From an optimization exercise on the open Yosys and OpenROAD flow, aimed at a short achievable clock period and few clock cycles per item; shortcuts taken in it are not production practice.
RTL that was checked went through simulation tests only; none was proved equivalent to the original.
No activity file was given, so power comes from the tool's default toggle rates.

==> inputs of v7 <==
==> flow/design.v <==
`default_nettype none
package rvPipePkg;
    typedef struct packed {
        logic [6:0]         funct7;
        logic [5-1:0] rs2;
        logic [5-1:0] rs1;
        logic [2:0]         funct3;
        logic [5-1:0] rd;
        logic [6:0]         opcode;
    } rFieldsT;
    typedef struct packed {
        logic [6:0]         immHigh;
        logic [5-1:0] rs2;
        logic [5-1:0] rs1;
        logic [2:0]         funct3;
        logic [4:0]         immLow;
        logic [6:0]         opcode;
    } sFieldsT;
    typedef union packed {
        rFieldsT rFields;
        sFieldsT sFields;
    } instrWord;
    typedef enum logic [3:0] {
        aluAdd, aluSub, aluSll, aluSlt, aluSltu, aluXor,
        aluSrl, aluSra, aluOr, aluAnd, aluPassB
    } aluOp;
endpackage
`default_nettype wire
`default_nettype none
module executeUnit (
    input  logic [32-1:0] a,         
    input  logic [32-1:0] as,        
    input  logic [32-1:0] b,
    input  logic [4:0]       shL,
    input  logic [4:0]       shR,
    input  logic             selAdd,
    input  logic             selSub,
    input  logic             selSll,
    input  logic             selSlt,
    input  logic             selSltu,
    input  logic             selXor,
    input  logic             selSr,     
    input  logic             selSra,
    input  logic             selOr,
    input  logic             selAnd,
    input  logic             selB,      
    output logic [32-1:0] result
);
    function automatic logic [32:0] ksCarry(input logic [31:0] g0, input logic [31:0] p0,
                                            input logic cin);
        logic [31:0] g, p, gn, pn;
        g = g0;
        p = p0;
        g[0] = g0[0] | (p0[0] & cin);
        for (int d = 1; d < 32; d = d * 2) begin
            for (int i = 0; i < 32; i++) begin
                if (i >= d) begin
                    gn[i] = g[i] | (p[i] & g[i-d]);
                    pn[i] = p[i] & p[i-d];
                end
                else begin
                    gn[i] = g[i];
                    pn[i] = p[i];
                end
            end
            g = gn;
            p = pn;
        end
        ksCarry = {g, cin};
    endfunction
    logic [31:0] pAdd, gAdd, pSub, gSub, sum, diff;
    logic [32:0] cAdd, cSub;
    assign pAdd = a ^ b;
    assign gAdd = a & b;
    assign pSub = ~(a ^ b);
    assign gSub = a & ~b;
    assign cAdd = ksCarry(gAdd, pAdd, 1'b0);
    assign cSub = ksCarry(gSub, pSub, 1'b1);
    assign sum  = pAdd ^ cAdd[31:0];
    assign diff = pSub ^ cSub[31:0];
    logic ltu, lt;
    assign ltu = ~cSub[32];
    assign lt  = ltu ^ a[31] ^ b[31];
    logic [31:0] shl, shr;
    logic [32:0] shrIn;
    assign shl   = as << shL;
    assign shrIn = {selSra & as[31], as};
    assign shr   = 32'($signed(shrIn) >>> shR);
    assign result = ({32{selAdd}} & sum) | ({32{selSub}} & diff) | ({32{selSll}} & shl) |
                    ({32{selSr}} & shr) | {31'd0, (selSlt & lt) | (selSltu & ltu)} |
                    ({32{selXor}} & (a ^ b)) | ({32{selOr}} & (a | b)) |
                    ({32{selAnd}} & (a & b)) | ({32{selB}} & b);
endmodule
`default_nettype wire
`default_nettype none
module rvPipeCore (
    input  logic                CLK,
    input  logic                rst,
    input  logic [32-1:0]    instr,
    output logic [10-1:0] instrAddr,
    output logic [10-1:0] ramAddr,
    output logic [32-1:0]    ramWData,
    output logic                ramWe,
    input  logic [32-1:0]    ramRData,
    output logic [32-1:0]    gpio
);
    logic [31:0] eA, eAs, eB, eSD;
    logic [4:0]  eShL, eShR;
    logic [4:0]  eRd;
    logic        eWe, eLd, eRamWe, eGpioWe;
    logic [9:0]  eRamAddr;
    logic        eAdd, eSub, eSll, eSlt, eSltu, eXor, eSr, eSra, eOr, eAnd, eLui;
    logic [31:0] aluRes, res;
    logic [31:0] wRes;
    logic [4:0]  wRd;
    logic        wWe;
    logic [10-1:0] pc;
    logic                stall;
    always_ff @(posedge CLK) begin
        if (rst)         pc <= '0;
        else if (!stall) pc <= pc + 1'b1;
    end
    assign instrAddr = pc;
    logic [31:0] rf [1:31];
    logic [31:0] h1, h2;
    always_ff @(posedge CLK) begin
        if (wWe) rf[wRd] <= wRes;
        h1 <= wRes;
        h2 <= h1;
    end
    logic [31:0] dI;
    logic [31:0] dRfA, dRfB;
    logic        fE1, fW1, fH11, fH21, fE2, fW2, fH12, fH22;
    logic        dWe;
    logic [4:0]  dRd;
    logic [4:0]  iRs1, iRs2;
    assign iRs1 = instr[19:15];
    assign iRs2 = instr[24:20];
    always_ff @(posedge CLK) begin
        if (rst) begin
            dI   <= 32'h0000_0013;
            fE1  <= 1'b0;
            fW1  <= 1'b0;
            fH11 <= 1'b0;
            fH21 <= 1'b0;
            fE2  <= 1'b0;
            fW2  <= 1'b0;
            fH12 <= 1'b0;
            fH22 <= 1'b0;
        end
        else if (!stall) begin
            dI   <= instr;
            fE1  <= dWe && dRd == iRs1;
            fW1  <= eWe && eRd == iRs1;
            fH11 <= wWe && wRd == iRs1;
            fH21 <= 1'b0;
            fE2  <= dWe && dRd == iRs2;
            fW2  <= eWe && eRd == iRs2;
            fH12 <= wWe && wRd == iRs2;
            fH22 <= 1'b0;
        end
        else begin
            fE1  <= 1'b0;
            fW1  <= fE1;
            fH11 <= fW1;
            fH21 <= fH11;
            fE2  <= 1'b0;
            fW2  <= fE2;
            fH12 <= fW2;
            fH22 <= fH12;
        end
    end
    always_ff @(posedge CLK) begin
        if (!stall) begin
            dRfA <= (iRs1 == 5'd0) ? 32'd0 : rf[iRs1];
            dRfB <= (iRs2 == 5'd0) ? 32'd0 : rf[iRs2];
        end
    end
    logic [6:0] dOp;
    logic [2:0] dF3;
    logic       dAlt;
    assign dOp  = dI[6:0];
    assign dRd  = dI[11:7];
    assign dF3  = dI[14:12];
    assign dAlt = dI[30];
    logic dIsR, dIsI, dIsL, dIsS, dIsU, dAlu;
    assign dIsR = dOp == 7'h33;
    assign dIsI = dOp == 7'h13;
    assign dIsL = dOp == 7'h03;
    assign dIsS = dOp == 7'h23;
    assign dIsU = dOp == 7'h37;
    assign dAlu = dIsR | dIsI;
    assign dWe  = (dAlu | dIsL | dIsU) && dRd != 5'd0;
    logic [31:0] immI, immS, immU;
    assign immI = {{20{dI[31]}}, dI[31:20]};
    assign immS = {{20{dI[31]}}, dI[31:25], dI[11:7]};
    assign immU = {dI[31:12], 12'b0};
    logic [31:0] oldA, oldB, fwdA, fwdB;
    assign oldA = fW1 ? wRes : fH11 ? h1 : fH21 ? h2 : dRfA;
    assign oldB = fW2 ? wRes : fH12 ? h1 : fH22 ? h2 : dRfB;
    assign fwdA = fE1 ? res : oldA;
    assign fwdB = fE2 ? res : oldB;
    logic [11:0] mA, mB, dAddr;
    logic        dHit, c2;
    logic [11:2] zOk;
    assign mA    = oldA[11:0];
    assign mB    = dIsS ? immS[11:0] : immI[11:0];
    assign dAddr = mA + mB;
    assign c2     = (mA[1] & mB[1]) | ((mA[1] | mB[1]) & mA[0] & mB[0]);
    assign zOk[2] = (mA[2] ^ mB[2]) == c2;
    for (genvar i = 3; i < 12; i++) begin : gZero
        assign zOk[i] = (mA[i] ^ mB[i]) == (mA[i-1] | mB[i-1]);
    end
    assign dHit  = &zOk;
    assign stall = (dIsL | dIsS) && fE1;
    always_ff @(posedge CLK) begin
        eA   <= fwdA;
        eAs  <= fwdA;
        eB   <= dIsR ? fwdB : (dIsU ? immU : immI);
        eSD  <= fwdB;
        eShL <= dIsR ? fwdB[4:0] : immI[4:0];
        eShR <= dIsR ? fwdB[4:0] : immI[4:0];
        eRd  <= dRd;
        eRamAddr <= dAddr[11:2];
        if (rst || stall) begin
            eWe     <= 1'b0;
            eLd     <= 1'b0;
            eRamWe  <= 1'b0;
            eGpioWe <= 1'b0;
            eAdd    <= 1'b0;
            eSub    <= 1'b0;
            eSll    <= 1'b0;
            eSlt    <= 1'b0;
            eSltu   <= 1'b0;
            eXor    <= 1'b0;
            eSr     <= 1'b0;
            eSra    <= 1'b0;
            eOr     <= 1'b0;
            eAnd    <= 1'b0;
            eLui    <= 1'b0;
        end
        else begin
            eWe     <= dWe;
            eLd     <= dIsL;
            eRamWe  <= dIsS && !dHit;
            eGpioWe <= dIsS && dHit;
            eAdd    <= dAlu && dF3 == 3'd0 && !(dIsR && dAlt);
            eSub    <= dIsR && dF3 == 3'd0 && dAlt;
            eSll    <= dAlu && dF3 == 3'd1;
            eSlt    <= dAlu && dF3 == 3'd2;
            eSltu   <= dAlu && dF3 == 3'd3;
            eXor    <= dAlu && dF3 == 3'd4;
            eSr     <= dAlu && dF3 == 3'd5;
            eSra    <= dAlu && dF3 == 3'd5 && dAlt;
            eOr     <= dAlu && dF3 == 3'd6;
            eAnd    <= dAlu && dF3 == 3'd7;
            eLui    <= dIsU;
        end
    end
    executeUnit alu (
        .a(eA), .as(eAs), .b(eB), .shL(eShL), .shR(eShR),
        .selAdd(eAdd), .selSub(eSub), .selSll(eSll), .selSlt(eSlt), .selSltu(eSltu),
        .selXor(eXor), .selSr(eSr), .selSra(eSra), .selOr(eOr), .selAnd(eAnd), .selB(eLui),
        .result(aluRes)
    );
    assign res = aluRes | ({32{eLd}} & ramRData);
    assign ramAddr  = eRamAddr;
    assign ramWe    = eRamWe;
    assign ramWData = eSD;
    always_ff @(posedge CLK) begin
        if (rst)          gpio <= '0;
        else if (eGpioWe) gpio <= eSD;
    end
    always_ff @(posedge CLK) begin
        wRes <= res;
        wRd  <= eRd;
        if (rst) wWe <= 1'b0;
        else     wWe <= eWe;
    end
endmodule
`default_nettype wire
==> flow/run.sh <==
#!/bin/bash
# synth_recipe.tcl (not shown) runs the flow's synth.tcl, then flattens the netlist and writes it again
# the make line also repeats each setting of config.mk as NAME=value (left out here)
make -C /OpenROAD-flow-scripts/flow DESIGN_CONFIG=/design/flow/config.mk WORK_HOME=/design/flow/orfs CLKGATE_MAP_FILE= SYNTH_SCRIPT=/design/flow/synth_recipe.tcl finish
==> flow/config.mk <==
export PLATFORM = sky130hd
export DESIGN_NAME = rvPipeCore
export DESIGN_NICKNAME = rvPipeCore
export VERILOG_FILES = /design/flow/design.v
export SDC_FILE = /design/flow/constraint.sdc
export NUM_CORES = 4
export LEC_CHECK = 0
export CAP_MARGIN = 20
export CORE_MARGIN = 2
export CORE_UTILIZATION = 40
export SETUP_SLACK_MARGIN = 5
export SLEW_MARGIN = 20
export TNS_END_PERCENT = 100
==> flow/constraint.sdc <==
create_clock -name core_clock -period 8.0 [get_ports {CLK}]
set_input_delay 1.6000 -clock core_clock [delete_from_list [all_inputs] [get_ports {CLK}]]
set_output_delay 1.6000 -clock core_clock [all_outputs]
set_load 0.01 [all_outputs]
==> v14 (differences from v7) <==
==> flow/design.v, changed modules only <==
module rvPipeCore (
    input  logic                CLK,
    input  logic                rst,
    input  logic [32-1:0]    instr,
    output logic [10-1:0] instrAddr,
    output logic [10-1:0] ramAddr,
    output logic [32-1:0]    ramWData,
    output logic                ramWe,
    input  logic [32-1:0]    ramRData,
    output logic [32-1:0]    gpio
);
    logic [31:0] eA, eAs, eB, eSD;
    logic [4:0]  eShL, eShR;
    logic [4:0]  eRd;
    logic        eWe, eLd, eRamWe, eGpioWe;
    logic [9:0]  eRamAddr;
    logic        eAdd, eSub, eSll, eSlt, eSltu, eXor, eSr, eSra, eOr, eAnd, eLui;
    logic [31:0] aluRes, res;
    logic [31:0] wRes;
    logic [4:0]  wRd;
    logic        wWe;
    logic [10-1:0] pc;
    logic                stall;
    always_ff @(posedge CLK) begin
        if (rst)         pc <= '0;
        else if (!stall) pc <= pc + 1'b1;
    end
    assign instrAddr = pc;
    logic [31:0] dI;
    logic [31:1] dH1, dH2;           
    logic        fE1, fW1, fE2, fW2;  
    logic        dWe;
    logic [4:0]  dRd;
    logic [4:0]  iRs1, iRs2;
    assign iRs1 = instr[19:15];
    assign iRs2 = instr[24:20];
    always_ff @(posedge CLK) begin
        if (rst) begin
            dI  <= 32'h0000_0013;
            dH1 <= '0;
            dH2 <= '0;
            fE1 <= 1'b0;
            fW1 <= 1'b0;
            fE2 <= 1'b0;
            fW2 <= 1'b0;
        end
        else if (!stall) begin
            dI <= instr;
            for (int k = 1; k < 32; k++) begin
                dH1[k] <= iRs1 == 5'(k);
                dH2[k] <= iRs2 == 5'(k);
            end
            fE1 <= dWe && dRd == iRs1;
            fW1 <= eWe && eRd == iRs1;
            fE2 <= dWe && dRd == iRs2;
            fW2 <= eWe && eRd == iRs2;
        end
        else begin
            fE1 <= 1'b0;
            fW1 <= fE1;
            fE2 <= 1'b0;
            fW2 <= fE2;
        end
    end
    logic [6:0] dOp;
    logic [2:0] dF3;
    logic       dAlt;
    assign dOp  = dI[6:0];
    assign dRd  = dI[11:7];
    assign dF3  = dI[14:12];
    assign dAlt = dI[30];
    logic dIsR, dIsI, dIsL, dIsS, dIsU, dAlu;
    assign dIsR = dOp == 7'h33;
    assign dIsI = dOp == 7'h13;
    assign dIsL = dOp == 7'h03;
    assign dIsS = dOp == 7'h23;
    assign dIsU = dOp == 7'h37;
    assign dAlu = dIsR | dIsI;
    assign dWe  = (dAlu | dIsL | dIsU) && dRd != 5'd0;
    logic [31:0] immI, immS, immU;
    assign immI = {{20{dI[31]}}, dI[31:20]};
    assign immS = {{20{dI[31]}}, dI[31:25], dI[11:7]};
    assign immU = {dI[31:12], 12'b0};
    logic [31:0] rf [1:31];
    always_ff @(posedge CLK) begin
        if (wWe) rf[wRd] <= wRes;
    end
    logic [31:0] rfA, rfB;
    always_comb begin
        rfA = '0;
        rfB = '0;
        for (int k = 1; k < 32; k++) begin
            rfA = rfA | ({32{dH1[k]}} & rf[k]);
            rfB = rfB | ({32{dH2[k]}} & rf[k]);
        end
    end
    logic [31:0] oldA, oldB, fwdA, fwdB;
    assign oldA = fW1 ? wRes : rfA;
    assign oldB = fW2 ? wRes : rfB;
    assign fwdA = fE1 ? res : oldA;
    assign fwdB = fE2 ? res : oldB;
    logic [11:0] mA, mB, dAddr;
    logic        dHit, c2;
    logic [11:2] zOk;
    assign mA    = oldA[11:0];
    assign mB    = dIsS ? immS[11:0] : immI[11:0];
    assign dAddr = mA + mB;
    assign c2     = (mA[1] & mB[1]) | ((mA[1] | mB[1]) & mA[0] & mB[0]);
    assign zOk[2] = (mA[2] ^ mB[2]) == c2;
    for (genvar i = 3; i < 12; i++) begin : gZero
        assign zOk[i] = (mA[i] ^ mB[i]) == (mA[i-1] | mB[i-1]);
    end
    assign dHit  = &zOk;
    assign stall = (dIsL | dIsS) && fE1;
    always_ff @(posedge CLK) begin
        eA   <= fwdA;
        eAs  <= fwdA;
        eB   <= dIsR ? fwdB : (dIsU ? immU : immI);
        eSD  <= fwdB;
        eShL <= dIsR ? fwdB[4:0] : immI[4:0];
        eShR <= dIsR ? fwdB[4:0] : immI[4:0];
        eRd  <= dRd;
        eRamAddr <= dAddr[11:2];
        if (rst || stall) begin
            eWe     <= 1'b0;
            eLd     <= 1'b0;
            eRamWe  <= 1'b0;
            eGpioWe <= 1'b0;
            eAdd    <= 1'b0;
            eSub    <= 1'b0;
            eSll    <= 1'b0;
            eSlt    <= 1'b0;
            eSltu   <= 1'b0;
            eXor    <= 1'b0;
            eSr     <= 1'b0;
            eSra    <= 1'b0;
            eOr     <= 1'b0;
            eAnd    <= 1'b0;
            eLui    <= 1'b0;
        end
        else begin
            eWe     <= dWe;
            eLd     <= dIsL;
            eRamWe  <= dIsS && !dHit;
            eGpioWe <= dIsS && dHit;
            eAdd    <= dAlu && dF3 == 3'd0 && !(dIsR && dAlt);
            eSub    <= dIsR && dF3 == 3'd0 && dAlt;
            eSll    <= dAlu && dF3 == 3'd1;
            eSlt    <= dAlu && dF3 == 3'd2;
            eSltu   <= dAlu && dF3 == 3'd3;
            eXor    <= dAlu && dF3 == 3'd4;
            eSr     <= dAlu && dF3 == 3'd5;
            eSra    <= dAlu && dF3 == 3'd5 && dAlt;
            eOr     <= dAlu && dF3 == 3'd6;
            eAnd    <= dAlu && dF3 == 3'd7;
            eLui    <= dIsU;
        end
    end
    executeUnit alu (
        .a(eA), .as(eAs), .b(eB), .shL(eShL), .shR(eShR),
        .selAdd(eAdd), .selSub(eSub), .selSll(eSll), .selSlt(eSlt), .selSltu(eSltu),
        .selXor(eXor), .selSr(eSr), .selSra(eSra), .selOr(eOr), .selAnd(eAnd), .selB(eLui),
        .result(aluRes)
    );
    assign res = aluRes | ({32{eLd}} & ramRData);
    assign ramAddr  = eRamAddr;
    assign ramWe    = eRamWe;
    assign ramWData = eSD;
    always_ff @(posedge CLK) begin
        if (rst)          gpio <= '0;
        else if (eGpioWe) gpio <= eSD;
    end
    always_ff @(posedge CLK) begin
        wRes <= res;
        wRd  <= eRd;
        if (rst) wWe <= 1'b0;
        else     wWe <= eWe;
    end
endmodule
Settings changed: CORE_UTILIZATION 40 to 50, GPL_TIMING_DRIVEN set to 1.
==> v1 (differences from v7) <==
==> flow/design.v, changed modules only <==
module rvPipeCore (
    input  logic                CLK,
    input  logic                rst,
    input  logic [32-1:0]    instr,
    output logic [10-1:0] instrAddr,
    output logic [10-1:0] ramAddr,
    output logic [32-1:0]    ramWData,
    output logic                ramWe,
    input  logic [32-1:0]    ramRData,
    output logic [32-1:0]    gpio
);
    logic [31:0] eA, eAs, eB, eSD;
    logic [4:0]  eShL, eShR;
    logic [4:0]  eRd;
    logic        eWe, eLd, eRamWe, eGpioWe;
    logic [9:0]  eRamAddr;
    logic        eAdd, eSub, eSll, eSlt, eSltu, eXor, eSr, eSra, eOr, eAnd, eLui;
    logic [31:0] aluRes, res;
    logic [31:0] wRes;
    logic [4:0]  wRd;
    logic        wWe;
    logic [10-1:0] pc;
    logic                stall;
    always_ff @(posedge CLK) begin
        if (rst)         pc <= '0;
        else if (!stall) pc <= pc + 1'b1;
    end
    assign instrAddr = pc;
    logic [31:0] dI;
    logic [31:1] dH1, dH2;           
    logic        fE1, fW1, fE2, fW2;  
    logic        dWe;
    logic [4:0]  dRd;
    logic [4:0]  iRs1, iRs2;
    assign iRs1 = instr[19:15];
    assign iRs2 = instr[24:20];
    always_ff @(posedge CLK) begin
        if (rst) begin
            dI  <= 32'h0000_0013;
            dH1 <= '0;
            dH2 <= '0;
            fE1 <= 1'b0;
            fW1 <= 1'b0;
            fE2 <= 1'b0;
            fW2 <= 1'b0;
        end
        else if (!stall) begin
            dI <= instr;
            for (int k = 1; k < 32; k++) begin
                dH1[k] <= iRs1 == 5'(k);
                dH2[k] <= iRs2 == 5'(k);
            end
            fE1 <= dWe && dRd == iRs1;
            fW1 <= eWe && eRd == iRs1;
            fE2 <= dWe && dRd == iRs2;
            fW2 <= eWe && eRd == iRs2;
        end
        else begin
            fE1 <= 1'b0;
            fW1 <= fE1;
            fE2 <= 1'b0;
            fW2 <= fE2;
        end
    end
    logic [6:0] dOp;
    logic [2:0] dF3;
    logic       dAlt;
    assign dOp  = dI[6:0];
    assign dRd  = dI[11:7];
    assign dF3  = dI[14:12];
    assign dAlt = dI[30];
    logic dIsR, dIsI, dIsL, dIsS, dIsU, dAlu;
    assign dIsR = dOp == 7'h33;
    assign dIsI = dOp == 7'h13;
    assign dIsL = dOp == 7'h03;
    assign dIsS = dOp == 7'h23;
    assign dIsU = dOp == 7'h37;
    assign dAlu = dIsR | dIsI;
    assign dWe  = (dAlu | dIsL | dIsU) && dRd != 5'd0;
    logic [31:0] immI, immS, immU;
    assign immI = {{20{dI[31]}}, dI[31:20]};
    assign immS = {{20{dI[31]}}, dI[31:25], dI[11:7]};
    assign immU = {dI[31:12], 12'b0};
    logic [31:0] rf [1:31];
    always_ff @(posedge CLK) begin
        if (wWe) rf[wRd] <= wRes;
    end
    logic [31:0] rfA, rfB;
    always_comb begin
        rfA = '0;
        rfB = '0;
        for (int k = 1; k < 32; k++) begin
            rfA = rfA | ({32{dH1[k]}} & rf[k]);
            rfB = rfB | ({32{dH2[k]}} & rf[k]);
        end
    end
    logic [31:0] oldA, oldB, fwdA, fwdB;
    assign oldA = fW1 ? wRes : rfA;
    assign oldB = fW2 ? wRes : rfB;
    assign fwdA = fE1 ? res : oldA;
    assign fwdB = fE2 ? res : oldB;
    logic [11:0] mA, mB, dAddr;
    logic        dHit, c2;
    logic [11:2] zOk;
    assign mA    = oldA[11:0];
    assign mB    = dIsS ? immS[11:0] : immI[11:0];
    assign dAddr = mA + mB;
    assign c2     = (mA[1] & mB[1]) | ((mA[1] | mB[1]) & mA[0] & mB[0]);
    assign zOk[2] = (mA[2] ^ mB[2]) == c2;
    for (genvar i = 3; i < 12; i++) begin : gZero
        assign zOk[i] = (mA[i] ^ mB[i]) == (mA[i-1] | mB[i-1]);
    end
    assign dHit  = &zOk;
    assign stall = (dIsL | dIsS) && fE1;
    always_ff @(posedge CLK) begin
        eA   <= fwdA;
        eAs  <= fwdA;
        eB   <= dIsR ? fwdB : (dIsU ? immU : immI);
        eSD  <= fwdB;
        eShL <= dIsR ? fwdB[4:0] : immI[4:0];
        eShR <= dIsR ? fwdB[4:0] : immI[4:0];
        eRd  <= dRd;
        eRamAddr <= dAddr[11:2];
        if (rst || stall) begin
            eWe     <= 1'b0;
            eLd     <= 1'b0;
            eRamWe  <= 1'b0;
            eGpioWe <= 1'b0;
            eAdd    <= 1'b0;
            eSub    <= 1'b0;
            eSll    <= 1'b0;
            eSlt    <= 1'b0;
            eSltu   <= 1'b0;
            eXor    <= 1'b0;
            eSr     <= 1'b0;
            eSra    <= 1'b0;
            eOr     <= 1'b0;
            eAnd    <= 1'b0;
            eLui    <= 1'b0;
        end
        else begin
            eWe     <= dWe;
            eLd     <= dIsL;
            eRamWe  <= dIsS && !dHit;
            eGpioWe <= dIsS && dHit;
            eAdd    <= dAlu && dF3 == 3'd0 && !(dIsR && dAlt);
            eSub    <= dIsR && dF3 == 3'd0 && dAlt;
            eSll    <= dAlu && dF3 == 3'd1;
            eSlt    <= dAlu && dF3 == 3'd2;
            eSltu   <= dAlu && dF3 == 3'd3;
            eXor    <= dAlu && dF3 == 3'd4;
            eSr     <= dAlu && dF3 == 3'd5;
            eSra    <= dAlu && dF3 == 3'd5 && dAlt;
            eOr     <= dAlu && dF3 == 3'd6;
            eAnd    <= dAlu && dF3 == 3'd7;
            eLui    <= dIsU;
        end
    end
    executeUnit alu (
        .a(eA), .as(eAs), .b(eB), .shL(eShL), .shR(eShR),
        .selAdd(eAdd), .selSub(eSub), .selSll(eSll), .selSlt(eSlt), .selSltu(eSltu),
        .selXor(eXor), .selSr(eSr), .selSra(eSra), .selOr(eOr), .selAnd(eAnd), .selB(eLui),
        .result(aluRes)
    );
    assign res = aluRes | ({32{eLd}} & ramRData);
    assign ramAddr  = eRamAddr;
    assign ramWe    = eRamWe;
    assign ramWData = eSD;
    always_ff @(posedge CLK) begin
        if (rst)          gpio <= '0;
        else if (eGpioWe) gpio <= eSD;
    end
    always_ff @(posedge CLK) begin
        wRes <= res;
        wRd  <= eRd;
        if (rst) wWe <= 1'b0;
        else     wWe <= eWe;
    end
endmodule
==> qor summary <==
Synthesized area divided by synthesized cell count: v7 14.2 um^2; v1 12.3 um^2; v14 12.3 um^2
R2r worst-path depth: v7 11; v1 12; v14 7
Final worst path period need: v7 3410 ps; v1 3460 ps; v14 3490 ps
Clock group power: v7 7130 uW; v1 6550 uW; v14 6890 uW
Sum of net half-perimeters after detailed placement: v7 144,000 um; v1 175,000 um; v14 178,000 um
Area after DPL: v7 0.0737 mm^2; v1 0.0650 mm^2; v14 0.0646 mm^2
Clock sinks: v7 1,371; v1 1,301; v14 1,301
Destination of the worst hold path: v7 h2[10]; v1 wRd[0]; v14 wRd[4]
Cell area after synthesis: v7 0.0691 mm^2; v1 0.0611 mm^2; v14 0.0611 mm^2
Via count of the first global-routing pass: v7 48,100; v1 52,800; v14 51,900
Post-layout nets: v7 5,366; v1 5,616; v14 5,592
Area fraction in compound gates after synthesis: v7 9.06%; v1 22.1%; v14 22.1%
Outcome: v7 timing/DRC/antenna clean; v1 timing/DRC/antenna clean; v14 timing/DRC/antenna clean
Routed wire length: v7 252,000 um; v1 322,000 um; v14 324,000 um
Power Internal: v7 13,600 uW; v1 12,200 uW; v14 12,500 uW
Reg-to-Reg End: v7 eB[21]; v1 eB[9]; v14 eB[14]
Worst EP required: v7 8700 ps; v1 8700 ps; v14 8670 ps
Placed cell count: v7 7,068; v1 6,910; v14 6,515
Non-clock buffer instance count of the final layout: v7 535; v1 709; v14 686
Switching component of the power: v7 5230 uW; v1 4650 uW; v14 4680 uW
Initial Util: v7 40.3%; v1 40.2%; v14 50.2%
Post-route core utilization: v7 49.1%; v1 50.7%; v14 62.8%
Worst R2R Setup Slack: v7 4590 ps; v1 4540 ps; v14 4510 ps
Testbench counts of v7, summed over its fixed seeds: cycles 37,042, items 36,500.
Only the layout flow was run in v14 and v1; the RTL was not checked for function there.

## re-timing with driven ports
The results above use ideal ports. As a check the final layouts listed here were re-extracted and re-timed, cells and wires unchanged. Step 1: set_driving_cell puts a clkbuf_16 on CLK and a buf_2 on each other input, an assumption about the parent block. Step 2, shift: input delay + t, output delay - t, t = (earliest + latest rising clock arrival at the registers) / 2. This alone moves slack from input paths to output paths. a / b / c = ideal / step 1 / step 2; a / b = the first two.
run	t (ns)	setup slack, ns	worst setup path after step 2	slew at the worst register clock pin (ns)	worst data-port slew with drivers (ns)
v7	0.890	4.591 / 4.591 / 3.981	input to register	0.07 / 0.07	0.30
v14	0.893	4.514 / 4.514 / 3.971	input to register	0.07 / 0.07	0.07
v1	0.877	4.545 / 4.545 / 3.910	input to register	0.07 / 0.07	0.12
After both steps every run listed still meets setup and hold. For v1, which loses most, drivers alone change the setup slack by 0.000 ns; drivers and shift together by -0.635 ns.
